From an optimization exercise on the open Yosys and OpenROAD flow, aimed at small area, a short achievable clock period and few clock cycles per item; shortcuts taken in it are not production practice. Function was checked by simulation only, so behaviour that the tests miss may differ from the original.

==> flow/design.v <==
package rsti_pkg;
    localparam int MAX_DIGITS = 16;
    localparam int IDX_W      = 4;
    localparam int CNT_W      = 5;
    localparam int VAL_W      = 64;
    localparam int LO_W       = 32;
    localparam int Q_DEPTH    = 2;
    localparam int Q_PTR_W    = 1;
    localparam int Q_CNT_W    = 2;
    localparam logic [7:0] CH_MINUS = 8'h2D;
    localparam logic [7:0] CH_PLUS  = 8'h2B;
    localparam logic [7:0] CH_SPACE = 8'h20;
    localparam logic [7:0] CH_LF    = 8'h0A;
    localparam logic [7:0] CH_TAB   = 8'h09;
    localparam logic [7:0] CH_CR    = 8'h0D;
    localparam logic [7:0] CH_VT    = 8'h0B;
    localparam logic [7:0] CH_FF    = 8'h0C;
    localparam logic [7:0] CH_NUL   = 8'h00;
    localparam logic [1:0] REG_RADIX       = 2'd0;
    localparam logic [1:0] REG_DIGIT_COUNT = 2'd1;
    localparam logic [1:0] REG_DIGITS_LOW  = 2'd2;
    localparam logic [1:0] REG_DIGITS_HIGH = 2'd3;
    localparam logic [4:0]  RST_RADIX       = 5'd10;
    localparam logic [4:0]  RST_DIGIT_COUNT = 5'd10;
    localparam logic [63:0] RST_DIGITS_LOW  = 64'h3736_3534_3332_3130;
    localparam logic [63:0] RST_DIGITS_HIGH = 64'h0000_0000_0000_3938;
    typedef enum logic [1:0] {
        PH_WS   = 2'd0,
        PH_SIGN = 2'd1,
        PH_DIG  = 2'd2,
        PH_DONE = 2'd3
    } t_phase;
    typedef struct packed {
        logic             first;
        logic             space;
        logic             minus;
        logic             plus;
        logic             hit;
        logic [3:0]       idx;
    } t_tok;
    function automatic logic [7:0] booth(input logic [4:0] r);
        logic one0, two0, neg0, one1, two1, neg1, one2, two2;
        one0 = r[0];
        two0 = r[1] && !r[0];
        neg0 = r[1];
        one1 = r[1] ^ r[2];
        two1 = (r[3:1] == 3'b011) || (r[3:1] == 3'b100);
        neg1 = r[3] && !(r[2] && r[1]);
        one2 = r[3] ^ r[4];
        two2 = r[3] && r[4];
        booth = {two2, one2, neg1, two1, one1, neg0, two0, one0};
    endfunction
endpackage
module rsti_front (
    input  logic                        i_clk,
    input  logic                        i_rst_n,
    input  logic                        i_valid,
    output logic                        o_ready,
    input  logic [7:0]                  i_ch,
    input  logic                        i_first,
    input  logic [rsti_pkg::CNT_W-1:0]  i_digit_count,
    input  logic [2*rsti_pkg::VAL_W-1:0] i_alphabet,
    output logic                        o_qvalid,
    output rsti_pkg::t_tok              o_qtok,
    input  logic                        i_qpop
);
    rsti_pkg::t_tok                     w_tok;
    rsti_pkg::t_tok                     r_tok;
    logic                               r_tvalid;
    logic [7:0]                         w_entry;
    logic                               w_big;
    logic                               w_nul;
    always_comb begin
        w_big       = i_digit_count[4];
        w_nul       = (i_ch == rsti_pkg::CH_NUL);
        w_tok.first = i_first;
        w_tok.space = (i_ch == rsti_pkg::CH_SPACE) || (i_ch == rsti_pkg::CH_LF) ||
                      (i_ch == rsti_pkg::CH_TAB) || (i_ch == rsti_pkg::CH_CR) ||
                      (i_ch == rsti_pkg::CH_VT) || (i_ch == rsti_pkg::CH_FF);
        w_tok.minus = (i_ch == rsti_pkg::CH_MINUS);
        w_tok.plus  = (i_ch == rsti_pkg::CH_PLUS);
        w_tok.hit   = 1'b0;
        w_tok.idx   = '0;
        w_entry     = '0;
        for (int k = rsti_pkg::MAX_DIGITS - 1; k >= 0; k--) begin
            w_entry = i_alphabet[8*k +: 8];
            if ((w_big || (4'(k) < i_digit_count[3:0])) && !w_nul && (w_entry == i_ch)) begin
                w_tok.hit = 1'b1;
                w_tok.idx = rsti_pkg::IDX_W'(k);
            end
        end
    end
    assign o_ready  = i_qpop;
    assign o_qvalid = r_tvalid;
    assign o_qtok   = r_tok;
    always_ff @(posedge i_clk) begin
        if (i_qpop) begin
            r_tok <= w_tok;
        end
    end
    always_ff @(posedge i_clk) begin
        if (!i_rst_n) begin
            r_tvalid <= 1'b0;
        end else if (i_qpop) begin
            r_tvalid <= i_valid;
        end
    end
endmodule
module rsti_back (
    input  logic                          i_clk,
    input  logic                          i_rst_n,
    input  logic                          i_qvalid,
    input  rsti_pkg::t_tok                i_qtok,
    output logic                          o_qpop,
    input  logic [7:0]                    i_booth,
    input  logic [4:0]                    i_rm1,
    output logic                          o_valid,
    input  logic                          i_ready,
    output logic signed [rsti_pkg::VAL_W-1:0] o_value
);
    localparam int LO_W = rsti_pkg::LO_W;
    localparam int HI_W = rsti_pkg::VAL_W - LO_W;
    rsti_pkg::t_phase               r_phase;
    rsti_pkg::t_phase               n_phase;
    rsti_pkg::t_phase               w_ph;
    logic                           r_par;
    logic                           n_par;
    logic                           w_par;
    logic [LO_W-1:0]                r_lo;
    logic [HI_W-1:0]                r_hi;
    logic [LO_W-1:0]                w_lo_mac;
    logic                           w_lo_c;
    logic [4:0]                     w_lo_ca;
    logic [4:0]                     w_lo_cb;
    logic [4:0]                     w_carry;
    logic [HI_W-1:0]                w_hi_mac;
    logic [5:0]                     w_f;
    logic [LO_W-1:0]                w_lo_ld;
    logic [HI_W-1:0]                w_hi_ld;
    logic [4:0]                     r_ca;
    logic [4:0]                     r_cb;
    logic                           r_c;
    logic                           r_hmac;
    logic                           r_oval;
    logic                           w_run;
    logic                           w_pop;
    logic                           w_pre;
    logic                           w_emit;
    logic                           w_dig;
    logic                           w_rz;
    logic                           w_mac;
    logic                           w_load;
    logic                           w_lo_load;
    logic                           w_lo_step;
    logic                           w_lo_keep;
    logic                           w_hi_step;
    logic                           w_hi_keep;
    logic [LO_W-1:0]                w_lo_next;
    logic [HI_W-1:0]                w_hi_next;
    assign w_run   = !r_oval || i_ready;
    assign w_pop   = i_qvalid && w_run;
    assign o_qpop  = w_run;
    assign o_valid = r_oval;
    assign o_value = {r_hi, r_lo} ^ {rsti_pkg::VAL_W{r_par}};
    always_comb begin
        w_ph   = i_qtok.first ? rsti_pkg::PH_WS : r_phase;
        w_par  = i_qtok.first ? 1'b0 : r_par;
        w_pre  = (w_ph == rsti_pkg::PH_WS) || (w_ph == rsti_pkg::PH_SIGN);
        w_emit = 1'b0;
        w_dig  = 1'b0;
        n_phase = w_ph;
        n_par   = w_par;
        if (w_ph == rsti_pkg::PH_DONE) begin
            n_phase = rsti_pkg::PH_DONE;
        end else if ((w_ph == rsti_pkg::PH_WS) && i_qtok.space) begin
            n_phase = rsti_pkg::PH_WS;
        end else if (w_pre && i_qtok.minus) begin
            n_phase = rsti_pkg::PH_SIGN;
            n_par   = ~w_par;
        end else if (w_pre && i_qtok.plus) begin
            n_phase = rsti_pkg::PH_SIGN;
        end else if (i_qtok.hit) begin
            w_dig   = 1'b1;
            n_phase = rsti_pkg::PH_DIG;
        end else begin
            w_emit  = 1'b1;
            n_phase = rsti_pkg::PH_DONE;
        end
    end
    always_comb begin
        w_rz    = !(i_booth[0] || i_booth[1] || i_booth[3] || i_booth[4] ||
                    i_booth[6] || i_booth[7]);
        w_mac   = w_dig && !i_qtok.first && !w_rz;
        w_load  = i_qtok.first || (w_pre && i_qtok.minus) || (w_dig && w_rz);
        w_f     = 6'(i_qtok.idx) + (r_par ? 6'(i_rm1) : 6'd0);
        if (w_dig) begin
            w_lo_ld = w_par ? {{(LO_W-4){i_qtok.idx == '0}}, i_qtok.idx - 4'd1}
                            : LO_W'(i_qtok.idx);
            w_hi_ld = {HI_W{w_par && (i_qtok.idx == '0)}};
        end else begin
            w_lo_ld = {LO_W{n_par}};
            w_hi_ld = {HI_W{n_par}};
        end
    end
    rsti_mac_lo u_mac_lo (
        .i_v (r_lo),
        .i_b (i_booth),
        .i_f (w_f),
        .o_y (w_lo_mac),
        .o_c (w_lo_c),
        .o_ca (w_lo_ca),
        .o_cb (w_lo_cb)
    );
    assign w_carry = r_ca + r_cb + 5'(r_c);
    rsti_mac_hi u_mac_hi (
        .i_v (r_hi),
        .i_b (i_booth),
        .i_c (w_carry),
        .o_y (w_hi_mac)
    );
    always_comb begin
        w_lo_load = w_pop && w_load;
        w_lo_step = w_pop && w_mac;
        w_lo_keep = !(w_lo_load || w_lo_step);
        w_hi_step = r_hmac && !w_lo_load;
        w_hi_keep = !(w_lo_load || w_hi_step);
        w_lo_next = ({LO_W{w_lo_load}} & w_lo_ld) | ({LO_W{w_lo_step}} & w_lo_mac) |
                    ({LO_W{w_lo_keep}} & r_lo);
        w_hi_next = ({HI_W{w_lo_load}} & w_hi_ld) | ({HI_W{w_hi_step}} & w_hi_mac) |
                    ({HI_W{w_hi_keep}} & r_hi);
    end
    always_ff @(posedge i_clk) begin
        r_lo <= w_lo_next;
        r_hi <= w_hi_next;
        r_ca <= w_lo_ca;
        r_cb <= w_lo_cb;
        r_c  <= w_lo_c;
    end
    always_ff @(posedge i_clk) begin
        if (!i_rst_n) begin
            r_phase <= rsti_pkg::PH_DONE;
            r_par   <= 1'b0;
            r_oval  <= 1'b0;
            r_hmac  <= 1'b0;
        end else begin
            if (w_pop && w_emit) begin
                r_oval <= 1'b1;
            end else if (i_ready) begin
                r_oval <= 1'b0;
            end
            if (w_pop) begin
                r_phase <= n_phase;
                r_par   <= n_par;
            end
            r_hmac <= w_pop && w_mac;
        end
    end
endmodule
module rsti_mac_lo (
    input  logic [31:0] i_v,
    input  logic [7:0] i_b,
    input  logic [5:0] i_f,
    output logic [31:0] o_y,
    output logic o_c,
    output logic [4:0] o_ca,
    output logic [4:0] o_cb
);
    logic t0;
    logic t1;
    logic t2;
    logic t3;
    logic t4;
    logic t5;
    logic t6;
    logic t7;
    logic t8;
    logic t9;
    logic t10;
    logic t11;
    logic t12;
    logic t13;
    logic t14;
    logic t15;
    logic t16;
    logic t17;
    logic t18;
    logic t19;
    logic t20;
    logic t21;
    logic t22;
    logic t23;
    logic t24;
    logic t25;
    logic t26;
    logic t27;
    logic t28;
    logic t29;
    logic t30;
    logic t31;
    logic t32;
    logic t33;
    logic t34;
    logic t35;
    logic t36;
    logic t37;
    logic t38;
    logic t39;
    logic t40;
    logic t41;
    logic t42;
    logic t43;
    logic t44;
    logic t45;
    logic t46;
    logic t47;
    logic t48;
    logic t49;
    logic t50;
    logic t51;
    logic t52;
    logic t53;
    logic t54;
    logic t55;
    logic t56;
    logic t57;
    logic t58;
    logic t59;
    logic t60;
    logic t61;
    logic t62;
    logic t63;
    logic t64;
    logic t65;
    logic t66;
    logic t67;
    logic t68;
    logic t69;
    logic t70;
    logic t71;
    logic t72;
    logic t73;
    logic t74;
    logic t75;
    logic t76;
    logic t77;
    logic t78;
    logic t79;
    logic t80;
    logic t81;
    logic t82;
    logic t83;
    logic t84;
    logic t85;
    logic t86;
    logic t87;
    logic t88;
    logic t89;
    logic t90;
    logic t91;
    logic t92;
    logic t93;
    logic t94;
    logic t95;
    logic t96;
    logic t97;
    logic t98;
    logic t99;
    logic t100;
    logic t101;
    logic t102;
    logic t103;
    logic t104;
    logic t105;
    logic t106;
    logic t107;
    logic t108;
    logic t109;
    logic t110;
    logic t111;
    logic t112;
    logic t113;
    logic t114;
    logic t115;
    logic t116;
    logic t117;
    logic t118;
    logic t119;
    logic t120;
    logic t121;
    logic t122;
    logic t123;
    logic t124;
    logic t125;
    logic t126;
    logic t127;
    logic t128;
    logic t129;
    logic t130;
    logic t131;
    logic t132;
    logic t133;
    logic t134;
    logic t135;
    logic t136;
    logic t137;
    logic t138;
    logic t139;
    logic t140;
    logic t141;
    logic t142;
    logic t143;
    logic t144;
    logic t145;
    logic t146;
    logic t147;
    logic t148;
    logic t149;
    logic t150;
    logic t151;
    logic t152;
    logic t153;
    logic t154;
    logic t155;
    logic t156;
    logic t157;
    logic t158;
    logic t159;
    logic t160;
    logic t161;
    logic t162;
    logic t163;
    logic t164;
    logic t165;
    logic t166;
    logic t167;
    logic t168;
    logic t169;
    logic t170;
    logic t171;
    logic t172;
    logic t173;
    logic t174;
    logic t175;
    logic t176;
    logic t177;
    logic t178;
    logic t179;
    logic t180;
    logic t181;
    logic t182;
    logic t183;
    logic t184;
    logic t185;
    logic t186;
    logic t187;
    logic t188;
    logic t189;
    logic t190;
    logic t191;
    logic t192;
    logic t193;
    logic t194;
    logic t195;
    logic t196;
    logic t197;
    logic t198;
    logic t199;
    logic t200;
    logic t201;
    logic t202;
    logic t203;
    logic t204;
    logic t205;
    logic t206;
    logic t207;
    logic t208;
    logic t209;
    logic t210;
    logic t211;
    logic t212;
    logic t213;
    logic t214;
    logic t215;
    logic t216;
    logic t217;
    logic t218;
    logic t219;
    logic t220;
    logic t221;
    logic t222;
    logic t223;
    logic t224;
    logic t225;
    logic t226;
    logic t227;
    logic t228;
    logic t229;
    logic t230;
    logic t231;
    logic t232;
    logic t233;
    logic t234;
    logic t235;
    logic t236;
    logic t237;
    logic t238;
    logic t239;
    logic t240;
    logic t241;
    logic t242;
    assign t0 = ((i_b[0] & i_v[0])) ^ i_b[2];
    assign t1 = ((i_b[0] & i_v[1]) | (i_b[1] & i_v[0])) ^ i_b[2];
    assign t2 = ((i_b[0] & i_v[2]) | (i_b[1] & i_v[1])) ^ i_b[2];
    assign t3 = ((i_b[0] & i_v[3]) | (i_b[1] & i_v[2])) ^ i_b[2];
    assign t4 = ((i_b[0] & i_v[4]) | (i_b[1] & i_v[3])) ^ i_b[2];
    assign t5 = ((i_b[0] & i_v[5]) | (i_b[1] & i_v[4])) ^ i_b[2];
    assign t6 = ((i_b[0] & i_v[6]) | (i_b[1] & i_v[5])) ^ i_b[2];
    assign t7 = ((i_b[0] & i_v[7]) | (i_b[1] & i_v[6])) ^ i_b[2];
    assign t8 = ((i_b[0] & i_v[8]) | (i_b[1] & i_v[7])) ^ i_b[2];
    assign t9 = ((i_b[0] & i_v[9]) | (i_b[1] & i_v[8])) ^ i_b[2];
    assign t10 = ((i_b[0] & i_v[10]) | (i_b[1] & i_v[9])) ^ i_b[2];
    assign t11 = ((i_b[0] & i_v[11]) | (i_b[1] & i_v[10])) ^ i_b[2];
    assign t12 = ((i_b[0] & i_v[12]) | (i_b[1] & i_v[11])) ^ i_b[2];
    assign t13 = ((i_b[0] & i_v[13]) | (i_b[1] & i_v[12])) ^ i_b[2];
    assign t14 = ((i_b[0] & i_v[14]) | (i_b[1] & i_v[13])) ^ i_b[2];
    assign t15 = ((i_b[0] & i_v[15]) | (i_b[1] & i_v[14])) ^ i_b[2];
    assign t16 = ((i_b[0] & i_v[16]) | (i_b[1] & i_v[15])) ^ i_b[2];
    assign t17 = ((i_b[0] & i_v[17]) | (i_b[1] & i_v[16])) ^ i_b[2];
    assign t18 = ((i_b[0] & i_v[18]) | (i_b[1] & i_v[17])) ^ i_b[2];
    assign t19 = ((i_b[0] & i_v[19]) | (i_b[1] & i_v[18])) ^ i_b[2];
    assign t20 = ((i_b[0] & i_v[20]) | (i_b[1] & i_v[19])) ^ i_b[2];
    assign t21 = ((i_b[0] & i_v[21]) | (i_b[1] & i_v[20])) ^ i_b[2];
    assign t22 = ((i_b[0] & i_v[22]) | (i_b[1] & i_v[21])) ^ i_b[2];
    assign t23 = ((i_b[0] & i_v[23]) | (i_b[1] & i_v[22])) ^ i_b[2];
    assign t24 = ((i_b[0] & i_v[24]) | (i_b[1] & i_v[23])) ^ i_b[2];
    assign t25 = ((i_b[0] & i_v[25]) | (i_b[1] & i_v[24])) ^ i_b[2];
    assign t26 = ((i_b[0] & i_v[26]) | (i_b[1] & i_v[25])) ^ i_b[2];
    assign t27 = ((i_b[0] & i_v[27]) | (i_b[1] & i_v[26])) ^ i_b[2];
    assign t28 = ((i_b[0] & i_v[28]) | (i_b[1] & i_v[27])) ^ i_b[2];
    assign t29 = ((i_b[0] & i_v[29]) | (i_b[1] & i_v[28])) ^ i_b[2];
    assign t30 = ((i_b[0] & i_v[30]) | (i_b[1] & i_v[29])) ^ i_b[2];
    assign t31 = ((i_b[0] & i_v[31]) | (i_b[1] & i_v[30])) ^ i_b[2];
    assign t32 = ((i_b[1] & i_v[31])) ^ i_b[2];
    assign t33 = ((i_b[3] & i_v[0])) ^ i_b[5];
    assign t34 = ((i_b[3] & i_v[1]) | (i_b[4] & i_v[0])) ^ i_b[5];
    assign t35 = ((i_b[3] & i_v[2]) | (i_b[4] & i_v[1])) ^ i_b[5];
    assign t36 = ((i_b[3] & i_v[3]) | (i_b[4] & i_v[2])) ^ i_b[5];
    assign t37 = ((i_b[3] & i_v[4]) | (i_b[4] & i_v[3])) ^ i_b[5];
    assign t38 = ((i_b[3] & i_v[5]) | (i_b[4] & i_v[4])) ^ i_b[5];
    assign t39 = ((i_b[3] & i_v[6]) | (i_b[4] & i_v[5])) ^ i_b[5];
    assign t40 = ((i_b[3] & i_v[7]) | (i_b[4] & i_v[6])) ^ i_b[5];
    assign t41 = ((i_b[3] & i_v[8]) | (i_b[4] & i_v[7])) ^ i_b[5];
    assign t42 = ((i_b[3] & i_v[9]) | (i_b[4] & i_v[8])) ^ i_b[5];
    assign t43 = ((i_b[3] & i_v[10]) | (i_b[4] & i_v[9])) ^ i_b[5];
    assign t44 = ((i_b[3] & i_v[11]) | (i_b[4] & i_v[10])) ^ i_b[5];
    assign t45 = ((i_b[3] & i_v[12]) | (i_b[4] & i_v[11])) ^ i_b[5];
    assign t46 = ((i_b[3] & i_v[13]) | (i_b[4] & i_v[12])) ^ i_b[5];
    assign t47 = ((i_b[3] & i_v[14]) | (i_b[4] & i_v[13])) ^ i_b[5];
    assign t48 = ((i_b[3] & i_v[15]) | (i_b[4] & i_v[14])) ^ i_b[5];
    assign t49 = ((i_b[3] & i_v[16]) | (i_b[4] & i_v[15])) ^ i_b[5];
    assign t50 = ((i_b[3] & i_v[17]) | (i_b[4] & i_v[16])) ^ i_b[5];
    assign t51 = ((i_b[3] & i_v[18]) | (i_b[4] & i_v[17])) ^ i_b[5];
    assign t52 = ((i_b[3] & i_v[19]) | (i_b[4] & i_v[18])) ^ i_b[5];
    assign t53 = ((i_b[3] & i_v[20]) | (i_b[4] & i_v[19])) ^ i_b[5];
    assign t54 = ((i_b[3] & i_v[21]) | (i_b[4] & i_v[20])) ^ i_b[5];
    assign t55 = ((i_b[3] & i_v[22]) | (i_b[4] & i_v[21])) ^ i_b[5];
    assign t56 = ((i_b[3] & i_v[23]) | (i_b[4] & i_v[22])) ^ i_b[5];
    assign t57 = ((i_b[3] & i_v[24]) | (i_b[4] & i_v[23])) ^ i_b[5];
    assign t58 = ((i_b[3] & i_v[25]) | (i_b[4] & i_v[24])) ^ i_b[5];
    assign t59 = ((i_b[3] & i_v[26]) | (i_b[4] & i_v[25])) ^ i_b[5];
    assign t60 = ((i_b[3] & i_v[27]) | (i_b[4] & i_v[26])) ^ i_b[5];
    assign t61 = ((i_b[3] & i_v[28]) | (i_b[4] & i_v[27])) ^ i_b[5];
    assign t62 = ((i_b[3] & i_v[29]) | (i_b[4] & i_v[28])) ^ i_b[5];
    assign t63 = ((i_b[3] & i_v[30]) | (i_b[4] & i_v[29])) ^ i_b[5];
    assign t64 = ((i_b[3] & i_v[31]) | (i_b[4] & i_v[30])) ^ i_b[5];
    assign t65 = ((i_b[4] & i_v[31])) ^ i_b[5];
    assign t66 = (i_b[6] & i_v[0]);
    assign t67 = (i_b[6] & i_v[1]) | (i_b[7] & i_v[0]);
    assign t68 = (i_b[6] & i_v[2]) | (i_b[7] & i_v[1]);
    assign t69 = (i_b[6] & i_v[3]) | (i_b[7] & i_v[2]);
    assign t70 = (i_b[6] & i_v[4]) | (i_b[7] & i_v[3]);
    assign t71 = (i_b[6] & i_v[5]) | (i_b[7] & i_v[4]);
    assign t72 = (i_b[6] & i_v[6]) | (i_b[7] & i_v[5]);
    assign t73 = (i_b[6] & i_v[7]) | (i_b[7] & i_v[6]);
    assign t74 = (i_b[6] & i_v[8]) | (i_b[7] & i_v[7]);
    assign t75 = (i_b[6] & i_v[9]) | (i_b[7] & i_v[8]);
    assign t76 = (i_b[6] & i_v[10]) | (i_b[7] & i_v[9]);
    assign t77 = (i_b[6] & i_v[11]) | (i_b[7] & i_v[10]);
    assign t78 = (i_b[6] & i_v[12]) | (i_b[7] & i_v[11]);
    assign t79 = (i_b[6] & i_v[13]) | (i_b[7] & i_v[12]);
    assign t80 = (i_b[6] & i_v[14]) | (i_b[7] & i_v[13]);
    assign t81 = (i_b[6] & i_v[15]) | (i_b[7] & i_v[14]);
    assign t82 = (i_b[6] & i_v[16]) | (i_b[7] & i_v[15]);
    assign t83 = (i_b[6] & i_v[17]) | (i_b[7] & i_v[16]);
    assign t84 = (i_b[6] & i_v[18]) | (i_b[7] & i_v[17]);
    assign t85 = (i_b[6] & i_v[19]) | (i_b[7] & i_v[18]);
    assign t86 = (i_b[6] & i_v[20]) | (i_b[7] & i_v[19]);
    assign t87 = (i_b[6] & i_v[21]) | (i_b[7] & i_v[20]);
    assign t88 = (i_b[6] & i_v[22]) | (i_b[7] & i_v[21]);
    assign t89 = (i_b[6] & i_v[23]) | (i_b[7] & i_v[22]);
    assign t90 = (i_b[6] & i_v[24]) | (i_b[7] & i_v[23]);
    assign t91 = (i_b[6] & i_v[25]) | (i_b[7] & i_v[24]);
    assign t92 = (i_b[6] & i_v[26]) | (i_b[7] & i_v[25]);
    assign t93 = (i_b[6] & i_v[27]) | (i_b[7] & i_v[26]);
    assign t94 = (i_b[6] & i_v[28]) | (i_b[7] & i_v[27]);
    assign t95 = (i_b[6] & i_v[29]) | (i_b[7] & i_v[28]);
    assign t96 = (i_b[6] & i_v[30]) | (i_b[7] & i_v[29]);
    assign t97 = (i_b[6] & i_v[31]) | (i_b[7] & i_v[30]);
    assign t98 = (i_b[7] & i_v[31]);
    assign t99 = t2 ^ t33;
    assign t100 = t2 & t33;
    assign t101 = t3 ^ t34;
    assign t102 = t3 & t34;
    assign t103 = t4 ^ t35 ^ t66;
    assign t104 = (t4 & t35) | (t4 & t66) | (t35 & t66);
    assign t105 = t5 ^ t36 ^ t67;
    assign t106 = (t5 & t36) | (t5 & t67) | (t36 & t67);
    assign t107 = t6 ^ t37;
    assign t108 = t6 & t37;
    assign t109 = t7 ^ t38;
    assign t110 = t7 & t38;
    assign t111 = t8 ^ t39;
    assign t112 = t8 & t39;
    assign t113 = t9 ^ t40;
    assign t114 = t9 & t40;
    assign t115 = t10 ^ t41;
    assign t116 = t10 & t41;
    assign t117 = t11 ^ t42;
    assign t118 = t11 & t42;
    assign t119 = t12 ^ t43;
    assign t120 = t12 & t43;
    assign t121 = t13 ^ t44;
    assign t122 = t13 & t44;
    assign t123 = t14 ^ t45;
    assign t124 = t14 & t45;
    assign t125 = t15 ^ t46;
    assign t126 = t15 & t46;
    assign t127 = t16 ^ t47;
    assign t128 = t16 & t47;
    assign t129 = t17 ^ t48;
    assign t130 = t17 & t48;
    assign t131 = t18 ^ t49;
    assign t132 = t18 & t49;
    assign t133 = t19 ^ t50;
    assign t134 = t19 & t50;
    assign t135 = t20 ^ t51;
    assign t136 = t20 & t51;
    assign t137 = t21 ^ t52;
    assign t138 = t21 & t52;
    assign t139 = t22 ^ t53;
    assign t140 = t22 & t53;
    assign t141 = t23 ^ t54;
    assign t142 = t23 & t54;
    assign t143 = t24 ^ t55;
    assign t144 = t24 & t55;
    assign t145 = t25 ^ t56;
    assign t146 = t25 & t56;
    assign t147 = t26 ^ t57;
    assign t148 = t26 & t57;
    assign t149 = t27 ^ t58;
    assign t150 = t27 & t58;
    assign t151 = t28 ^ t59;
    assign t152 = t28 & t59;
    assign t153 = t29 ^ t60;
    assign t154 = t29 & t60;
    assign t155 = t30 ^ t61;
    assign t156 = t30 & t61;
    assign t157 = t31 ^ t62;
    assign t158 = t31 & t62;
    assign t159 = t32 ^ t63;
    assign t160 = t32 & t63;
    assign t161 = i_b[2] ^ t64;
    assign t162 = i_b[2] & t64;
    assign t163 = i_b[2] ^ t65;
    assign t164 = i_b[2] & t65;
    assign t165 = i_b[2] ^ i_b[5];
    assign t166 = i_b[2] & i_b[5];
    assign t167 = i_b[2] ^ i_b[5];
    assign t168 = i_b[2] & i_b[5];
    assign t169 = t0 ^ i_b[2];
    assign t170 = t0 & i_b[2];
    assign t171 = t1 ^ i_f[1];
    assign t172 = t1 & i_f[1];
    assign t173 = t99 ^ i_b[5] ^ i_f[2];
    assign t174 = (t99 & i_b[5]) | (t99 & i_f[2]) | (i_b[5] & i_f[2]);
    assign t175 = t100 ^ t101 ^ i_f[3];
    assign t176 = (t100 & t101) | (t100 & i_f[3]) | (t101 & i_f[3]);
    assign t177 = t102 ^ t103 ^ i_f[4];
    assign t178 = (t102 & t103) | (t102 & i_f[4]) | (t103 & i_f[4]);
    assign t179 = t104 ^ t105 ^ i_f[5];
    assign t180 = (t104 & t105) | (t104 & i_f[5]) | (t105 & i_f[5]);
    assign t181 = t106 ^ t107 ^ t68;
    assign t182 = (t106 & t107) | (t106 & t68) | (t107 & t68);
    assign t183 = t108 ^ t109 ^ t69;
    assign t184 = (t108 & t109) | (t108 & t69) | (t109 & t69);
    assign t185 = t110 ^ t111 ^ t70;
    assign t186 = (t110 & t111) | (t110 & t70) | (t111 & t70);
    assign t187 = t112 ^ t113 ^ t71;
    assign t188 = (t112 & t113) | (t112 & t71) | (t113 & t71);
    assign t189 = t114 ^ t115 ^ t72;
    assign t190 = (t114 & t115) | (t114 & t72) | (t115 & t72);
    assign t191 = t116 ^ t117 ^ t73;
    assign t192 = (t116 & t117) | (t116 & t73) | (t117 & t73);
    assign t193 = t118 ^ t119 ^ t74;
    assign t194 = (t118 & t119) | (t118 & t74) | (t119 & t74);
    assign t195 = t120 ^ t121 ^ t75;
    assign t196 = (t120 & t121) | (t120 & t75) | (t121 & t75);
    assign t197 = t122 ^ t123 ^ t76;
    assign t198 = (t122 & t123) | (t122 & t76) | (t123 & t76);
    assign t199 = t124 ^ t125 ^ t77;
    assign t200 = (t124 & t125) | (t124 & t77) | (t125 & t77);
    assign t201 = t126 ^ t127 ^ t78;
    assign t202 = (t126 & t127) | (t126 & t78) | (t127 & t78);
    assign t203 = t128 ^ t129 ^ t79;
    assign t204 = (t128 & t129) | (t128 & t79) | (t129 & t79);
    assign t205 = t130 ^ t131 ^ t80;
    assign t206 = (t130 & t131) | (t130 & t80) | (t131 & t80);
    assign t207 = t132 ^ t133 ^ t81;
    assign t208 = (t132 & t133) | (t132 & t81) | (t133 & t81);
    assign t209 = t134 ^ t135 ^ t82;
    assign t210 = (t134 & t135) | (t134 & t82) | (t135 & t82);
    assign t211 = t136 ^ t137 ^ t83;
    assign t212 = (t136 & t137) | (t136 & t83) | (t137 & t83);
    assign t213 = t138 ^ t139 ^ t84;
    assign t214 = (t138 & t139) | (t138 & t84) | (t139 & t84);
    assign t215 = t140 ^ t141 ^ t85;
    assign t216 = (t140 & t141) | (t140 & t85) | (t141 & t85);
    assign t217 = t142 ^ t143 ^ t86;
    assign t218 = (t142 & t143) | (t142 & t86) | (t143 & t86);
    assign t219 = t144 ^ t145 ^ t87;
    assign t220 = (t144 & t145) | (t144 & t87) | (t145 & t87);
    assign t221 = t146 ^ t147 ^ t88;
    assign t222 = (t146 & t147) | (t146 & t88) | (t147 & t88);
    assign t223 = t148 ^ t149 ^ t89;
    assign t224 = (t148 & t149) | (t148 & t89) | (t149 & t89);
    assign t225 = t150 ^ t151 ^ t90;
    assign t226 = (t150 & t151) | (t150 & t90) | (t151 & t90);
    assign t227 = t152 ^ t153 ^ t91;
    assign t228 = (t152 & t153) | (t152 & t91) | (t153 & t91);
    assign t229 = t154 ^ t155 ^ t92;
    assign t230 = (t154 & t155) | (t154 & t92) | (t155 & t92);
    assign t231 = t156 ^ t157 ^ t93;
    assign t232 = (t156 & t157) | (t156 & t93) | (t157 & t93);
    assign t233 = t158 ^ t159 ^ t94;
    assign t234 = (t158 & t159) | (t158 & t94) | (t159 & t94);
    assign t235 = t160 ^ t161 ^ t95;
    assign t236 = (t160 & t161) | (t160 & t95) | (t161 & t95);
    assign t237 = t162 ^ t163 ^ t96;
    assign t238 = (t162 & t163) | (t162 & t96) | (t163 & t96);
    assign t239 = t164 ^ t165 ^ t97;
    assign t240 = (t164 & t165) | (t164 & t97) | (t165 & t97);
    assign t241 = t166 ^ t167 ^ t98;
    assign t242 = (t166 & t167) | (t166 & t98) | (t167 & t98);
    assign {o_c, o_y} = {1'b0, t230, t228, t226, t224, t222, t220, t218, t216, t214, t212, t210, t208, t206, t204, t202, t200, t198, t196, t194, t192, t190, t188, t186, t184, t182, t180, t178, t176, t174, t172, t170, t169} + {1'b0, t231, t229, t227, t225, t223, t221, t219, t217, t215, t213, t211, t209, t207, t205, t203, t201, t199, t197, t195, t193, t191, t189, t187, t185, t183, t181, t179, t177, t175, t173, t171, i_f[0]};
    assign o_ca = {t240, t238, t236, t234, t232};
    assign o_cb = {t241, t239, t237, t235, t233};
endmodule
module rsti_mac_hi (
    input  logic [31:0] i_v,
    input  logic [7:0] i_b,
    input  logic [4:0] i_c,
    output logic [31:0] o_y
);
    logic t0;
    logic t1;
    logic t2;
    logic t3;
    logic t4;
    logic t5;
    logic t6;
    logic t7;
    logic t8;
    logic t9;
    logic t10;
    logic t11;
    logic t12;
    logic t13;
    logic t14;
    logic t15;
    logic t16;
    logic t17;
    logic t18;
    logic t19;
    logic t20;
    logic t21;
    logic t22;
    logic t23;
    logic t24;
    logic t25;
    logic t26;
    logic t27;
    logic t28;
    logic t29;
    logic t30;
    logic t31;
    logic t32;
    logic t33;
    logic t34;
    logic t35;
    logic t36;
    logic t37;
    logic t38;
    logic t39;
    logic t40;
    logic t41;
    logic t42;
    logic t43;
    logic t44;
    logic t45;
    logic t46;
    logic t47;
    logic t48;
    logic t49;
    logic t50;
    logic t51;
    logic t52;
    logic t53;
    logic t54;
    logic t55;
    logic t56;
    logic t57;
    logic t58;
    logic t59;
    logic t60;
    logic t61;
    logic t62;
    logic t63;
    logic t64;
    logic t65;
    logic t66;
    logic t67;
    logic t68;
    logic t69;
    logic t70;
    logic t71;
    logic t72;
    logic t73;
    logic t74;
    logic t75;
    logic t76;
    logic t77;
    logic t78;
    logic t79;
    logic t80;
    logic t81;
    logic t82;
    logic t83;
    logic t84;
    logic t85;
    logic t86;
    logic t87;
    logic t88;
    logic t89;
    logic t90;
    logic t91;
    logic t92;
    logic t93;
    logic t94;
    logic t95;
    logic t96;
    logic t97;
    logic t98;
    logic t99;
    logic t100;
    logic t101;
    logic t102;
    logic t103;
    logic t104;
    logic t105;
    logic t106;
    logic t107;
    logic t108;
    logic t109;
    logic t110;
    logic t111;
    logic t112;
    logic t113;
    logic t114;
    logic t115;
    logic t116;
    logic t117;
    logic t118;
    logic t119;
    logic t120;
    logic t121;
    logic t122;
    logic t123;
    logic t124;
    logic t125;
    logic t126;
    logic t127;
    logic t128;
    logic t129;
    logic t130;
    logic t131;
    logic t132;
    logic t133;
    logic t134;
    logic t135;
    logic t136;
    logic t137;
    logic t138;
    logic t139;
    logic t140;
    logic t141;
    logic t142;
    logic t143;
    logic t144;
    logic t145;
    logic t146;
    logic t147;
    logic t148;
    logic t149;
    logic t150;
    logic t151;
    logic t152;
    logic t153;
    logic t154;
    logic t155;
    logic t156;
    logic t157;
    logic t158;
    logic t159;
    logic t160;
    logic t161;
    logic t162;
    logic t163;
    logic t164;
    logic t165;
    logic t166;
    logic t167;
    logic t168;
    logic t169;
    logic t170;
    logic t171;
    logic t172;
    logic t173;
    logic t174;
    logic t175;
    logic t176;
    logic t177;
    logic t178;
    logic t179;
    logic t180;
    logic t181;
    logic t182;
    logic t183;
    logic t184;
    logic t185;
    logic t186;
    logic t187;
    logic t188;
    logic t189;
    logic t190;
    logic t191;
    logic t192;
    logic t193;
    logic t194;
    logic t195;
    logic t196;
    logic t197;
    logic t198;
    logic t199;
    logic t200;
    logic t201;
    logic t202;
    logic t203;
    logic t204;
    logic t205;
    logic t206;
    logic t207;
    logic t208;
    logic t209;
    logic t210;
    logic t211;
    logic t212;
    logic t213;
    assign t0 = ((i_b[0] & i_v[0])) ^ i_b[2];
    assign t1 = ((i_b[0] & i_v[1]) | (i_b[1] & i_v[0])) ^ i_b[2];
    assign t2 = ((i_b[0] & i_v[2]) | (i_b[1] & i_v[1])) ^ i_b[2];
    assign t3 = ((i_b[0] & i_v[3]) | (i_b[1] & i_v[2])) ^ i_b[2];
    assign t4 = ((i_b[0] & i_v[4]) | (i_b[1] & i_v[3])) ^ i_b[2];
    assign t5 = ((i_b[0] & i_v[5]) | (i_b[1] & i_v[4])) ^ i_b[2];
    assign t6 = ((i_b[0] & i_v[6]) | (i_b[1] & i_v[5])) ^ i_b[2];
    assign t7 = ((i_b[0] & i_v[7]) | (i_b[1] & i_v[6])) ^ i_b[2];
    assign t8 = ((i_b[0] & i_v[8]) | (i_b[1] & i_v[7])) ^ i_b[2];
    assign t9 = ((i_b[0] & i_v[9]) | (i_b[1] & i_v[8])) ^ i_b[2];
    assign t10 = ((i_b[0] & i_v[10]) | (i_b[1] & i_v[9])) ^ i_b[2];
    assign t11 = ((i_b[0] & i_v[11]) | (i_b[1] & i_v[10])) ^ i_b[2];
    assign t12 = ((i_b[0] & i_v[12]) | (i_b[1] & i_v[11])) ^ i_b[2];
    assign t13 = ((i_b[0] & i_v[13]) | (i_b[1] & i_v[12])) ^ i_b[2];
    assign t14 = ((i_b[0] & i_v[14]) | (i_b[1] & i_v[13])) ^ i_b[2];
    assign t15 = ((i_b[0] & i_v[15]) | (i_b[1] & i_v[14])) ^ i_b[2];
    assign t16 = ((i_b[0] & i_v[16]) | (i_b[1] & i_v[15])) ^ i_b[2];
    assign t17 = ((i_b[0] & i_v[17]) | (i_b[1] & i_v[16])) ^ i_b[2];
    assign t18 = ((i_b[0] & i_v[18]) | (i_b[1] & i_v[17])) ^ i_b[2];
    assign t19 = ((i_b[0] & i_v[19]) | (i_b[1] & i_v[18])) ^ i_b[2];
    assign t20 = ((i_b[0] & i_v[20]) | (i_b[1] & i_v[19])) ^ i_b[2];
    assign t21 = ((i_b[0] & i_v[21]) | (i_b[1] & i_v[20])) ^ i_b[2];
    assign t22 = ((i_b[0] & i_v[22]) | (i_b[1] & i_v[21])) ^ i_b[2];
    assign t23 = ((i_b[0] & i_v[23]) | (i_b[1] & i_v[22])) ^ i_b[2];
    assign t24 = ((i_b[0] & i_v[24]) | (i_b[1] & i_v[23])) ^ i_b[2];
    assign t25 = ((i_b[0] & i_v[25]) | (i_b[1] & i_v[24])) ^ i_b[2];
    assign t26 = ((i_b[0] & i_v[26]) | (i_b[1] & i_v[25])) ^ i_b[2];
    assign t27 = ((i_b[0] & i_v[27]) | (i_b[1] & i_v[26])) ^ i_b[2];
    assign t28 = ((i_b[0] & i_v[28]) | (i_b[1] & i_v[27])) ^ i_b[2];
    assign t29 = ((i_b[0] & i_v[29]) | (i_b[1] & i_v[28])) ^ i_b[2];
    assign t30 = ((i_b[0] & i_v[30]) | (i_b[1] & i_v[29])) ^ i_b[2];
    assign t31 = ((i_b[0] & i_v[31]) | (i_b[1] & i_v[30])) ^ i_b[2];
    assign t32 = ((i_b[3] & i_v[0])) ^ i_b[5];
    assign t33 = ((i_b[3] & i_v[1]) | (i_b[4] & i_v[0])) ^ i_b[5];
    assign t34 = ((i_b[3] & i_v[2]) | (i_b[4] & i_v[1])) ^ i_b[5];
    assign t35 = ((i_b[3] & i_v[3]) | (i_b[4] & i_v[2])) ^ i_b[5];
    assign t36 = ((i_b[3] & i_v[4]) | (i_b[4] & i_v[3])) ^ i_b[5];
    assign t37 = ((i_b[3] & i_v[5]) | (i_b[4] & i_v[4])) ^ i_b[5];
    assign t38 = ((i_b[3] & i_v[6]) | (i_b[4] & i_v[5])) ^ i_b[5];
    assign t39 = ((i_b[3] & i_v[7]) | (i_b[4] & i_v[6])) ^ i_b[5];
    assign t40 = ((i_b[3] & i_v[8]) | (i_b[4] & i_v[7])) ^ i_b[5];
    assign t41 = ((i_b[3] & i_v[9]) | (i_b[4] & i_v[8])) ^ i_b[5];
    assign t42 = ((i_b[3] & i_v[10]) | (i_b[4] & i_v[9])) ^ i_b[5];
    assign t43 = ((i_b[3] & i_v[11]) | (i_b[4] & i_v[10])) ^ i_b[5];
    assign t44 = ((i_b[3] & i_v[12]) | (i_b[4] & i_v[11])) ^ i_b[5];
    assign t45 = ((i_b[3] & i_v[13]) | (i_b[4] & i_v[12])) ^ i_b[5];
    assign t46 = ((i_b[3] & i_v[14]) | (i_b[4] & i_v[13])) ^ i_b[5];
    assign t47 = ((i_b[3] & i_v[15]) | (i_b[4] & i_v[14])) ^ i_b[5];
    assign t48 = ((i_b[3] & i_v[16]) | (i_b[4] & i_v[15])) ^ i_b[5];
    assign t49 = ((i_b[3] & i_v[17]) | (i_b[4] & i_v[16])) ^ i_b[5];
    assign t50 = ((i_b[3] & i_v[18]) | (i_b[4] & i_v[17])) ^ i_b[5];
    assign t51 = ((i_b[3] & i_v[19]) | (i_b[4] & i_v[18])) ^ i_b[5];
    assign t52 = ((i_b[3] & i_v[20]) | (i_b[4] & i_v[19])) ^ i_b[5];
    assign t53 = ((i_b[3] & i_v[21]) | (i_b[4] & i_v[20])) ^ i_b[5];
    assign t54 = ((i_b[3] & i_v[22]) | (i_b[4] & i_v[21])) ^ i_b[5];
    assign t55 = ((i_b[3] & i_v[23]) | (i_b[4] & i_v[22])) ^ i_b[5];
    assign t56 = ((i_b[3] & i_v[24]) | (i_b[4] & i_v[23])) ^ i_b[5];
    assign t57 = ((i_b[3] & i_v[25]) | (i_b[4] & i_v[24])) ^ i_b[5];
    assign t58 = ((i_b[3] & i_v[26]) | (i_b[4] & i_v[25])) ^ i_b[5];
    assign t59 = ((i_b[3] & i_v[27]) | (i_b[4] & i_v[26])) ^ i_b[5];
    assign t60 = ((i_b[3] & i_v[28]) | (i_b[4] & i_v[27])) ^ i_b[5];
    assign t61 = ((i_b[3] & i_v[29]) | (i_b[4] & i_v[28])) ^ i_b[5];
    assign t62 = (i_b[6] & i_v[0]);
    assign t63 = (i_b[6] & i_v[1]) | (i_b[7] & i_v[0]);
    assign t64 = (i_b[6] & i_v[2]) | (i_b[7] & i_v[1]);
    assign t65 = (i_b[6] & i_v[3]) | (i_b[7] & i_v[2]);
    assign t66 = (i_b[6] & i_v[4]) | (i_b[7] & i_v[3]);
    assign t67 = (i_b[6] & i_v[5]) | (i_b[7] & i_v[4]);
    assign t68 = (i_b[6] & i_v[6]) | (i_b[7] & i_v[5]);
    assign t69 = (i_b[6] & i_v[7]) | (i_b[7] & i_v[6]);
    assign t70 = (i_b[6] & i_v[8]) | (i_b[7] & i_v[7]);
    assign t71 = (i_b[6] & i_v[9]) | (i_b[7] & i_v[8]);
    assign t72 = (i_b[6] & i_v[10]) | (i_b[7] & i_v[9]);
    assign t73 = (i_b[6] & i_v[11]) | (i_b[7] & i_v[10]);
    assign t74 = (i_b[6] & i_v[12]) | (i_b[7] & i_v[11]);
    assign t75 = (i_b[6] & i_v[13]) | (i_b[7] & i_v[12]);
    assign t76 = (i_b[6] & i_v[14]) | (i_b[7] & i_v[13]);
    assign t77 = (i_b[6] & i_v[15]) | (i_b[7] & i_v[14]);
    assign t78 = (i_b[6] & i_v[16]) | (i_b[7] & i_v[15]);
    assign t79 = (i_b[6] & i_v[17]) | (i_b[7] & i_v[16]);
    assign t80 = (i_b[6] & i_v[18]) | (i_b[7] & i_v[17]);
    assign t81 = (i_b[6] & i_v[19]) | (i_b[7] & i_v[18]);
    assign t82 = (i_b[6] & i_v[20]) | (i_b[7] & i_v[19]);
    assign t83 = (i_b[6] & i_v[21]) | (i_b[7] & i_v[20]);
    assign t84 = (i_b[6] & i_v[22]) | (i_b[7] & i_v[21]);
    assign t85 = (i_b[6] & i_v[23]) | (i_b[7] & i_v[22]);
    assign t86 = (i_b[6] & i_v[24]) | (i_b[7] & i_v[23]);
    assign t87 = (i_b[6] & i_v[25]) | (i_b[7] & i_v[24]);
    assign t88 = (i_b[6] & i_v[26]) | (i_b[7] & i_v[25]);
    assign t89 = (i_b[6] & i_v[27]) | (i_b[7] & i_v[26]);
    assign t90 = t2 ^ t32;
    assign t91 = t2 & t32;
    assign t92 = t3 ^ t33;
    assign t93 = t3 & t33;
    assign t94 = t4 ^ t34 ^ t62;
    assign t95 = (t4 & t34) | (t4 & t62) | (t34 & t62);
    assign t96 = t5 ^ t35;
    assign t97 = t5 & t35;
    assign t98 = t6 ^ t36;
    assign t99 = t6 & t36;
    assign t100 = t7 ^ t37;
    assign t101 = t7 & t37;
    assign t102 = t8 ^ t38;
    assign t103 = t8 & t38;
    assign t104 = t9 ^ t39;
    assign t105 = t9 & t39;
    assign t106 = t10 ^ t40;
    assign t107 = t10 & t40;
    assign t108 = t11 ^ t41;
    assign t109 = t11 & t41;
    assign t110 = t12 ^ t42;
    assign t111 = t12 & t42;
    assign t112 = t13 ^ t43;
    assign t113 = t13 & t43;
    assign t114 = t14 ^ t44;
    assign t115 = t14 & t44;
    assign t116 = t15 ^ t45;
    assign t117 = t15 & t45;
    assign t118 = t16 ^ t46;
    assign t119 = t16 & t46;
    assign t120 = t17 ^ t47;
    assign t121 = t17 & t47;
    assign t122 = t18 ^ t48;
    assign t123 = t18 & t48;
    assign t124 = t19 ^ t49;
    assign t125 = t19 & t49;
    assign t126 = t20 ^ t50;
    assign t127 = t20 & t50;
    assign t128 = t21 ^ t51;
    assign t129 = t21 & t51;
    assign t130 = t22 ^ t52;
    assign t131 = t22 & t52;
    assign t132 = t23 ^ t53;
    assign t133 = t23 & t53;
    assign t134 = t24 ^ t54;
    assign t135 = t24 & t54;
    assign t136 = t25 ^ t55;
    assign t137 = t25 & t55;
    assign t138 = t26 ^ t56;
    assign t139 = t26 & t56;
    assign t140 = t27 ^ t57;
    assign t141 = t27 & t57;
    assign t142 = t28 ^ t58;
    assign t143 = t28 & t58;
    assign t144 = t29 ^ t59;
    assign t145 = t29 & t59;
    assign t146 = t30 ^ t60;
    assign t147 = t30 & t60;
    assign t148 = t31 ^ t61;
    assign t149 = t31 & t61;
    assign t150 = t0 ^ i_b[2];
    assign t151 = t0 & i_b[2];
    assign t152 = t1 ^ i_c[1];
    assign t153 = t1 & i_c[1];
    assign t154 = t90 ^ i_b[5] ^ i_c[2];
    assign t155 = (t90 & i_b[5]) | (t90 & i_c[2]) | (i_b[5] & i_c[2]);
    assign t156 = t91 ^ t92 ^ i_c[3];
    assign t157 = (t91 & t92) | (t91 & i_c[3]) | (t92 & i_c[3]);
    assign t158 = t93 ^ t94 ^ i_c[4];
    assign t159 = (t93 & t94) | (t93 & i_c[4]) | (t94 & i_c[4]);
    assign t160 = t95 ^ t96 ^ t63;
    assign t161 = (t95 & t96) | (t95 & t63) | (t96 & t63);
    assign t162 = t97 ^ t98 ^ t64;
    assign t163 = (t97 & t98) | (t97 & t64) | (t98 & t64);
    assign t164 = t99 ^ t100 ^ t65;
    assign t165 = (t99 & t100) | (t99 & t65) | (t100 & t65);
    assign t166 = t101 ^ t102 ^ t66;
    assign t167 = (t101 & t102) | (t101 & t66) | (t102 & t66);
    assign t168 = t103 ^ t104 ^ t67;
    assign t169 = (t103 & t104) | (t103 & t67) | (t104 & t67);
    assign t170 = t105 ^ t106 ^ t68;
    assign t171 = (t105 & t106) | (t105 & t68) | (t106 & t68);
    assign t172 = t107 ^ t108 ^ t69;
    assign t173 = (t107 & t108) | (t107 & t69) | (t108 & t69);
    assign t174 = t109 ^ t110 ^ t70;
    assign t175 = (t109 & t110) | (t109 & t70) | (t110 & t70);
    assign t176 = t111 ^ t112 ^ t71;
    assign t177 = (t111 & t112) | (t111 & t71) | (t112 & t71);
    assign t178 = t113 ^ t114 ^ t72;
    assign t179 = (t113 & t114) | (t113 & t72) | (t114 & t72);
    assign t180 = t115 ^ t116 ^ t73;
    assign t181 = (t115 & t116) | (t115 & t73) | (t116 & t73);
    assign t182 = t117 ^ t118 ^ t74;
    assign t183 = (t117 & t118) | (t117 & t74) | (t118 & t74);
    assign t184 = t119 ^ t120 ^ t75;
    assign t185 = (t119 & t120) | (t119 & t75) | (t120 & t75);
    assign t186 = t121 ^ t122 ^ t76;
    assign t187 = (t121 & t122) | (t121 & t76) | (t122 & t76);
    assign t188 = t123 ^ t124 ^ t77;
    assign t189 = (t123 & t124) | (t123 & t77) | (t124 & t77);
    assign t190 = t125 ^ t126 ^ t78;
    assign t191 = (t125 & t126) | (t125 & t78) | (t126 & t78);
    assign t192 = t127 ^ t128 ^ t79;
    assign t193 = (t127 & t128) | (t127 & t79) | (t128 & t79);
    assign t194 = t129 ^ t130 ^ t80;
    assign t195 = (t129 & t130) | (t129 & t80) | (t130 & t80);
    assign t196 = t131 ^ t132 ^ t81;
    assign t197 = (t131 & t132) | (t131 & t81) | (t132 & t81);
    assign t198 = t133 ^ t134 ^ t82;
    assign t199 = (t133 & t134) | (t133 & t82) | (t134 & t82);
    assign t200 = t135 ^ t136 ^ t83;
    assign t201 = (t135 & t136) | (t135 & t83) | (t136 & t83);
    assign t202 = t137 ^ t138 ^ t84;
    assign t203 = (t137 & t138) | (t137 & t84) | (t138 & t84);
    assign t204 = t139 ^ t140 ^ t85;
    assign t205 = (t139 & t140) | (t139 & t85) | (t140 & t85);
    assign t206 = t141 ^ t142 ^ t86;
    assign t207 = (t141 & t142) | (t141 & t86) | (t142 & t86);
    assign t208 = t143 ^ t144 ^ t87;
    assign t209 = (t143 & t144) | (t143 & t87) | (t144 & t87);
    assign t210 = t145 ^ t146 ^ t88;
    assign t211 = (t145 & t146) | (t145 & t88) | (t146 & t88);
    assign t212 = t147 ^ t148 ^ t89;
    assign t213 = (t147 & t148) | (t147 & t89) | (t148 & t89);
    assign o_y = {t211, t209, t207, t205, t203, t201, t199, t197, t195, t193, t191, t189, t187, t185, t183, t181, t179, t177, t175, t173, t171, t169, t167, t165, t163, t161, t159, t157, t155, t153, t151, t150} + {t212, t210, t208, t206, t204, t202, t200, t198, t196, t194, t192, t190, t188, t186, t184, t182, t180, t178, t176, t174, t172, t170, t168, t166, t164, t162, t160, t158, t156, t154, t152, i_c[0]};
endmodule
module radix_string_to_integer_unit (
    input  logic                              i_clk,
    input  logic                              i_rst_n,
    input  logic                              i_valid,
    output logic                              o_ready,
    input  logic [7:0]                        i_ch,
    input  logic                              i_first,
    output logic                              o_valid,
    input  logic                              i_ready,
    output logic signed [rsti_pkg::VAL_W-1:0] o_value,
    input  logic                              i_cfg_we,
    input  logic [1:0]                        i_cfg_idx,
    input  logic [rsti_pkg::VAL_W-1:0]        i_cfg_data
);
    logic [7:0]                  r_booth;
    logic [4:0]                  r_rm1;
    logic [rsti_pkg::CNT_W-1:0]  r_digit_count;
    logic [rsti_pkg::VAL_W-1:0]  r_digits_low;
    logic [rsti_pkg::VAL_W-1:0]  r_digits_high;
    logic                        w_qvalid;
    rsti_pkg::t_tok              w_qtok;
    logic                        w_qpop;
    always_ff @(posedge i_clk) begin
        if (!i_rst_n) begin
            r_booth       <= rsti_pkg::booth(rsti_pkg::RST_RADIX);
            r_rm1         <= rsti_pkg::RST_RADIX - 5'd1;
            r_digit_count <= rsti_pkg::RST_DIGIT_COUNT;
            r_digits_low  <= rsti_pkg::RST_DIGITS_LOW;
            r_digits_high <= rsti_pkg::RST_DIGITS_HIGH;
        end else if (i_cfg_we) begin
            case (i_cfg_idx)
                rsti_pkg::REG_RADIX: begin
                    r_booth <= rsti_pkg::booth(i_cfg_data[4:0]);
                    r_rm1   <= i_cfg_data[4:0] - 5'd1;
                end
                rsti_pkg::REG_DIGIT_COUNT: r_digit_count <= i_cfg_data[4:0];
                rsti_pkg::REG_DIGITS_LOW:  r_digits_low  <= i_cfg_data;
                rsti_pkg::REG_DIGITS_HIGH: r_digits_high <= i_cfg_data;
                default: begin
                end
            endcase
        end
    end
    rsti_front u_front (
        .i_clk         (i_clk),
        .i_rst_n       (i_rst_n),
        .i_valid       (i_valid),
        .o_ready       (o_ready),
        .i_ch          (i_ch),
        .i_first       (i_first),
        .i_digit_count (r_digit_count),
        .i_alphabet    ({r_digits_high, r_digits_low}),
        .o_qvalid      (w_qvalid),
        .o_qtok        (w_qtok),
        .i_qpop        (w_qpop)
    );
    rsti_back u_back (
        .i_clk    (i_clk),
        .i_rst_n  (i_rst_n),
        .i_qvalid (w_qvalid),
        .i_qtok   (w_qtok),
        .o_qpop   (w_qpop),
        .i_booth  (r_booth),
        .i_rm1    (r_rm1),
        .o_valid  (o_valid),
        .i_ready  (i_ready),
        .o_value  (o_value)
    );
endmodule
==> flow/flow/run.sh <==
#!/bin/bash
# Own flow: the standard layout (standard.sh, unchanged synthesis), with
# two changes: every input and output port still gets its own buffer, but a
# plain sky130_fd_sc_hd__buf_1 rather than the delay cell buffer_ports picks
# by itself; and clock tree synthesis adds no dummy loads. standard.sh's
# output goes to standard.log; each ORFS step keeps its own log under
# orfs/logs/.
set -euo pipefail
bash standard.sh "BUFFER_PORTS_ARGS=-buffer_cell sky130_fd_sc_hd__buf_1" \
  "CTS_ARGS=-sink_clustering_enable -repair_clock_nets -dont_use_dummy_load" \
  finish > standard.log 2>&1
==> flow/standard.sh <==
#!/bin/bash
# synth_recipe.tcl (not shown) runs the flow's synth.tcl, then flattens the netlist and writes it again
# the make line also repeats each setting of config.mk as NAME=value (left out here)
make -C /OpenROAD-flow-scripts/flow DESIGN_CONFIG=/design/flow/config.mk WORK_HOME=/design/flow/orfs CLKGATE_MAP_FILE= SYNTH_SCRIPT=/design/flow/synth_recipe.tcl "${@:-finish}"
==> flow/config.mk <==
export PLATFORM = sky130hd
export DESIGN_NAME = radix_string_to_integer_unit
export DESIGN_NICKNAME = radix_string_to_integer_unit
export VERILOG_FILES = /design/flow/design.v
export SDC_FILE = /design/flow/constraint.sdc
export NUM_CORES = 4
export LEC_CHECK = 0
export ABC_AREA = 1
export CAP_MARGIN = 20
export CORE_MARGIN = 2
export CORE_UTILIZATION = 55
export PLACE_DENSITY = 0.7
export SETUP_SLACK_MARGIN = 2.5
export SLEW_MARGIN = 20
export SYNTH_HIERARCHICAL = 1
==> flow/constraint.sdc <==
create_clock -name core_clock -period 6.5 [get_ports {i_clk}]
set_input_delay 1.3000 -clock core_clock [delete_from_list [all_inputs] [get_ports {i_clk}]]
set_output_delay 1.3000 -clock core_clock [all_outputs]
set_load 0.01 [all_outputs]
==> results of run 1 <==
## registers in the layout, summed over array words and instances, names as in the netlist
signal            cells
u_back.r_hmac         1
u_back.r_ca           5
u_back.r_oval         1
r_rm1                 5
u_back.r_lo          32
u_back.r_phase        2
u_back.r_par          1
u_back.r_cb           5
u_back.r_hi          32
r_booth               8
u_front.r_tvalid      1
u_back.r_c            1
r_digits_high        64
r_digits_low         64
u_front.r_tok         9
r_digit_count         5
## cells in the final DEF (no fill, tap or decap), drive strengths merged, types with 3 or more instances in the layout
cell type,instances
edfxtp,9
and2,3
or2,17
o211ai,8
o22ai,177
xnor2,41
nor3,19
inv,588
clkinvlp,17
ha,139
xor2,282
nand3,189
o21bai,3
and3,3
nor4,17
nand2,761
fa,70
nor2,352
a21oi,62
dfxtp,227
nand4,122
buf,212
clkbuf,30
o21ai,119
## critical path, cell delays in order (launching register included)
cell	delay, ns
dfxtp_4	0.46
clkinvlp_4	0.13
buf_4	0.21
o22ai_1	0.20
xor2_1	0.21
fa_1	0.50
fa_1	0.53
inv_1	0.04
ha_1	0.34
nand2_1	0.11
inv_1	0.09
nand3_1	0.08
nand2_1	0.11
nand2_1	0.09
nand2_2	0.17
nand2_1	0.09
nand3_1	0.07
nand2_1	0.05
nand2_1	0.05
nand3_1	0.08
## layer usage
layer  routed length (um)  vias to the layer above
li1                     -                    10893
met2                34100                     1005
met1                30900                    10761
met4                 2620                        6
met5                   40                        -
met3                 6460                      175
## synth_stat cells (5+ instances only)
cell type,n
nand4_1,121
ha_1,139
buf_1,5
o22ai_1,177
nand2_1,727
dfxtp_1,227
clkbuf_1,55
or2_1,6
inv_1,574
o211ai_1,6
nor4_1,17
nand3_1,184
nor3_1,17
nor2_2,13
a21oi_1,59
nor2_1,329
edfxtp_1,9
xnor2_1,41
nand3_2,5
buf_4,24
o21ai_0,87
buf_2,57
or2_2,10
xor2_1,282
nand2_2,31
fa_1,70
nor2_4,8
o21ai_1,31
inv_2,20
buf_6,25
## cell families after synthesis
family,synth area share [%]
AOI/OAI and AO/OA,9.63
adders and majority gates,13.8
xor gates and xnor gates,12.4
and+or+nand+nor,28.7
buffers and inverters,14.3
DFF,21.2
## Yosys stat by module, one instance, submodules excluded
module,flip-flops and latches,cells inside
rsti_front,10,399
radix_string_to_integer_unit,146,659
rsti_mac_hi,0,904
rsti_back,80,523
rsti_mac_lo,0,915
## what timing repair did
item	4_1_cts	5_1_grt
cloned	8	1
setup buffers	21	26
resized for setup	25	12
setup endpoints to repair	55	52
hold buffers	0	0
## area by class of cell
cell class | instances | share of cell area, %
clock buffer | 28 | 2.86
multi-input combinational | 2397 | 60.1
inverter | 597 | 9.32
timing repair inverter | 8 | 0.245
timing repair buffer | 214 | 5.04
sequential | 236 | 19.7
tap | 532 | 2.72
## worst max-delay path by stage
stage	startpoint	slack, ns	cells past startpoint	endpoint
after floorplan	u_back.r_par	2.81	25	u_back.r_lo[31]
after global placement	u_back.r_par	2.24	23	u_back.r_lo[26]
after detailed placement	u_back.r_par	2.11	23	u_back.r_lo[26]
after CTS	u_back.r_par	2.47	23	u_back.r_lo[26]
after global routing	r_booth[0]	2.48	21	u_back.r_hi[31]
final	r_booth[3]	2.69	19	u_back.r_lo[21]
==> results by group, run 1 <==
Run status
  • Outcome: finished clean

Placement
  • Pre-CTS WS: 2.11 ns
  • DPL Wire Length: 50.4 mm
  • Final estimated routing congestion in global placement: 0.981
  • Port Buffer Count: 145
  • Placed instance count: 3928
  • Post-DP Area: 23200 sq um

Hold path
  • Hold Path Cell Cnt: 2
  • Hold path endpoint: r_digits_low[45]
  • Min-Delay Startpoint: r_digits_low[45]
  • Worst hold path class: flip-flop to flip-flop

Timing
  • Final hold slack: 0.478 ns
  • Final WS setup: 2.69 ns
  • Final setup viols: 0
  • Max Fclk: 263 MHz
  • Worst slew pin tran: 1.02 ns
  • Final Skew: 0.0545 ns
  • RSZ-0062 raised after global routing: no
  • Relative slew slack: 31.7%
  • Final setup TNS: 0 ns
  • Final period util: 58.6%
  • Min Clock Period, post-route: 3.81 ns
  • Max-slew violation count: 0
  • Final hold violations: 0

Run
  • Max-Cap Viols: 0

Setup path
  • Worst Path Required: 6.89 ns
  • RR Endpoint: u_back.r_lo[21]
  • Worst r2r path cells: 19
  • Crit Path Max Fanout: 18
  • WS Path Type: flip-flop to flip-flop
  • Crit. End Element: flip-flop
  • Arrival time worst endpoint: 4.20 ns
  • Reg-to-reg setup timing slack: 2.69 ns
  • CP Launch Type: flip-flop
  • R2r startpoint: r_booth[3]

GRT
  • M1 GR Usage: 42.9%
  • Vias in the first global route: 21687
  • Global-route wire length before repair: 115 mm
  • GR Util met3: 5.23%
  • Initial antenna violation count: 3
  • Grt peak-use layer: met2
  • Met2 Use GR: 54.4%
  • All-Layer GR Usage: 32.7%
  • Largest net degree at the start of global routing: 91
  • Gr ovfl total: 0

Floorplan
  • Row cnt: 74
  • Die width: 207 um
  • Die ar.: 43000 sq um
  • # IOs: 146
  • Die height: 207 um
  • Core ar.: 40800 sq um
  • Starting density of the core: 55.7%

Cells and area
  • Design Area, Final: 24500 sq um
  • Final core occ: 60.0%
  • Post-Layout Cell Count: 4012
  • Area of the multi-input gates: 14700 sq um
  • Register Area: 4840 sq um
  • Number of inserted diodes: 0
  • Share of layout cells above drive strength 1: 6.64%
  • Nets@finish: 3771
  • Area grow syn2layout: 7.73%
  • # fillers: 3966

Routing
  • Post-route ant nets: 0
  • Drt first pass iters: 5
  • DR iter-0 viols: 2002
  • DRC: 0
  • Final WL: 74.0 mm
  • Detailed-route via count: 22840
  • Post-DR vias/cell: 5.69
  • Wire per inst: 18.5 um

CTS
  • CTS Sinks: 236
  • CTS root buf: clkbuf_16
  • Total CTS buffers: 28
  • H-tree levels: 1
  • Reg clk slew, reported paths: 0.06 ns
  • Worst-Skew Late Latency: 0.59 ns
  • TritonCTS clock tree: done
  • CTS max path bufs: 3

Synthesis
  • Synth warnings: 9
  • Seq/Total Area, Yosys: 21.2%
  • Post-synth top area cell: dfxtp_1
  • Ys async rst share: 0%
  • Distinct cells, synth: 55
  • Prevailing post-synth register cell: dfxtp_1
  • Share of Yosys cell area claimed by the top area cell type: 20.0%
  • Post-Syn Instances: 3400
  • Avg Cell Area, Syn: 6.69 sq um
  • Mapped Nets: 3689
  • Post-synthesis cell area: 22800 sq um
  • EDFF count, synth: 9
  • Area contributors post-synth: dfxtp_1, nand2_1, xor2_1
  • Post-synthesis register bit count: 236
Testbench counts, summed over its fixed seeds: cycles 18,815, items 18,783.
==> run 2: changes to the inputs <==
--- a/flow/config.mk
+++ b/flow/config.mk
@@ -10,6 +10,6 @@
 export CORE_MARGIN = 2
 export CORE_UTILIZATION = 55
+export GPL_ROUTABILITY_DRIVEN = 0
 export PLACE_DENSITY = 0.7
 export SETUP_SLACK_MARGIN = 2.5
 export SLEW_MARGIN = 20
-export SYNTH_HIERARCHICAL = 1
==> run 2 against run 1 <==
Still clean. Critical path type unchanged. Clock skew fell by 0.017 ns. Highest routed layer is now met4. Non-clock buffer count decreased by 11.
==> results by group, run 2 <==
GRT
  • Largest net degree at the start of global routing: 103 (was 91)
  • Initial antenna violation count: 0 (was 3)

Floorplan
  • Die ar.: 36700 sq um (was 43000 sq um)
  • Die height: 192 um (was 207 um)
  • Starting density of the core: 55.9% (was 55.7%)

Run status
  • Outcome: finished clean (unchanged)

Synthesis
  • Most common cell in the synthesized netlist: nand2_1 (unchanged)
  • Area contributors post-synth: dfxtp_1, xor2_1, ha_1 (was dfxtp_1, nand2_1, xor2_1)
  • Synth warnings: 3 (was 9)
  • Post-Syn Instances: 2600 (was 3400)
  • Ys async rst share: 0% (unchanged)
  • Post-synthesis register bit count: 236 (unchanged)
  • EDFF count, synth: 9 (unchanged)
  • Share of Yosys cell area claimed by the top area cell type: 23.5% (was 20.0%)

Timing
  • Min Clock Period, post-route: 3.97 ns (was 3.81 ns)
  • Max-slew violation count: 0 (unchanged)
  • Final setup TNS: 0 ns (unchanged)
  • Final hold violations: 0 (unchanged)
  • Final setup viols: 0 (unchanged)

Cells and area
  • Share of layout cells above drive strength 1: 7.73% (was 6.64%)
  • Largest registers: r_digits_high: 64 flops, r_digits_low: 64 flops (unchanged)
  • Area grow syn2layout: 11.9% (was 7.73%)
  • Design Area, Final: 21600 sq um (was 24500 sq um)
  • Post-Layout Cell Count: 3159 (was 4012)
  • Nets@finish: 2995 (was 3771)
  • Number of inserted diodes: 0 (unchanged)
  • Final core occ: 62.5% (was 60.0%)

CTS
  • Worst-Skew Late Latency: 0.59 ns (about the same)
  • CTS root buf: clkbuf_16 (unchanged)
  • CTS Sinks: 236 (unchanged)
  • H-tree levels: 1 (unchanged)
  • CTS Hold Bufs: 0 (unchanged)
  • TritonCTS clock tree: done (unchanged)

Setup path
  • Crit. End Element: flip-flop (unchanged)
  • CP Launch Type: flip-flop (unchanged)
  • Arrival time worst endpoint: 4.37 ns (was 4.20 ns)
  • Crit Path Max Fanout: 19 (was 18)

Hold path
  • Worst hold path class: flip-flop to flip-flop (unchanged)
  • Hold Path Cell Cnt: 1 (was 2)

Routing
  • Post-DR vias/cell: 5.98 (was 5.69)
  • Drt first pass iters: 6 (was 5)
  • Detailed-route via count: 18904 (was 22840)
  • DRC: 0 (unchanged)

Placement
  • Post-DP Area: 20100 sq um (was 23200 sq um)
  • Placed instance count: 3092 (was 3928)
[run 2: changes by cell type after synthesis, sizes merged, moves of 21 or more]
cell	delta
a21oi	+133
buf	-68
clkbuf	+31
inv	-308
nand2	-366
nand3	-109
nand4	-85
nor2	-167
o211ai	+38
o21ai	+76
o221ai	+21
xor2	-28
[run 2: worst max-delay path: stages, from the launching register on]
cell and delay [ns]:
dfxtp_4 0.38, inv_8 0.08, buf_12 0.16, o22ai_1 0.18, xor2_1 0.22, fa_1 0.47
fa_1 0.51, inv_1 0.06, ha_4 0.28, nand2_1 0.09, nor2_1 0.19, nand2_1 0.08
o211ai_1 0.15, nand2_1 0.15, nand2_4 0.11, a21oi_1 0.07, inv_1 0.11, a21oi_2 0.08
o21ai_2 0.17, a21oi_1 0.08, o21ai_1 0.10, nand3_1 0.07
[run 2: path summary, 6_finish.rpt]
check              from         endpoint  slack (ns)
max          r_booth[4]  u_back.r_hi[26]        2.53
min reg2reg    r_rm1[0]         r_rm1[0]        0.45
min            r_rm1[0]         r_rm1[0]        0.45
max reg2reg  r_booth[4]  u_back.r_hi[26]        2.53
[run 2: area by class of cell]
type	instances	area (sq um)	area share (%)
clock buffers	29	726	3.35
inverters	292	1150	5.32
multi-input cells	1939	13200	61.0
flip-flops and latches	236	4850	22.4
well taps	455	569	2.63
repair buffers	203	1110	5.14
repair inverters	5	38.8	0.179
[run 2: what timing repair did]
item,CTS,global route
cloned,2,4
endpoints found under the setup margin,50,38
pin swaps,1,27
setup buffers,10,22
gates resized for setup,40,82
[run 2: cells by family (layout without fill, tap and decap cells)]
logic type | count (synthesis) | after routing | synth area share [%]
xor+xnor | 281 | 281 | 12.7
fa+ha+maj | 210 | 210 | 16.3
flops | 236 | 236 | 24.9
simple gates | 761 | 761 | 16.7
compound gates | 687 | 687 | 20.7
buf+inv | 425 | 529 | 8.65
[run 2: per-layer routing]
| metal | GRT usage [%] | vias up | part of all wire, % |
|---|---|---|---|
| met3 | 4.88 | 143 | 7.4 |
| met2 | 53.0 | 840 | 48 |
| met1 | 39.2 | 8895 | 41 |
| met4 | 12.6 | 0 | 3.8 |
| met5 | 0 | - | 0 |
| li1 | - | 9026 | - |

## port drivers added, routing unchanged
Ports are ideal in the flow. The routed layouts listed here were re-timed in OpenROAD.
Step 1: set_driving_cell puts a clkbuf_16 on i_clk and a buf_2 on each other input, an assumption about the parent block.
Step 2 moves the port delays by t, midway between the first and last clock arrival at a register: inputs arrive t later, outputs are due t later. That takes back most of the time a late clock gives input paths.
Three values: ideal ports, drivers, drivers and shift; two values: the first two.
run | shift t [ns] | slack for setup (ns) | latest minus earliest clock arrival (ns) | worst slew at a driven data input, ns | cell pins on the clock port's net
run 1 | 0.617 | 2.691 / 2.691 / 2.512 | 0.059 / 0.059 | 0.08 | 1
run 2 | 0.623 | 2.533 / 2.533 / 1.994 | 0.037 / 0.037 | 0.07 | 1
After both steps every run listed still meets setup and hold. For run 2, which loses most, drivers alone change the setup slack by 0.000 ns; drivers and shift together by -0.539 ns.
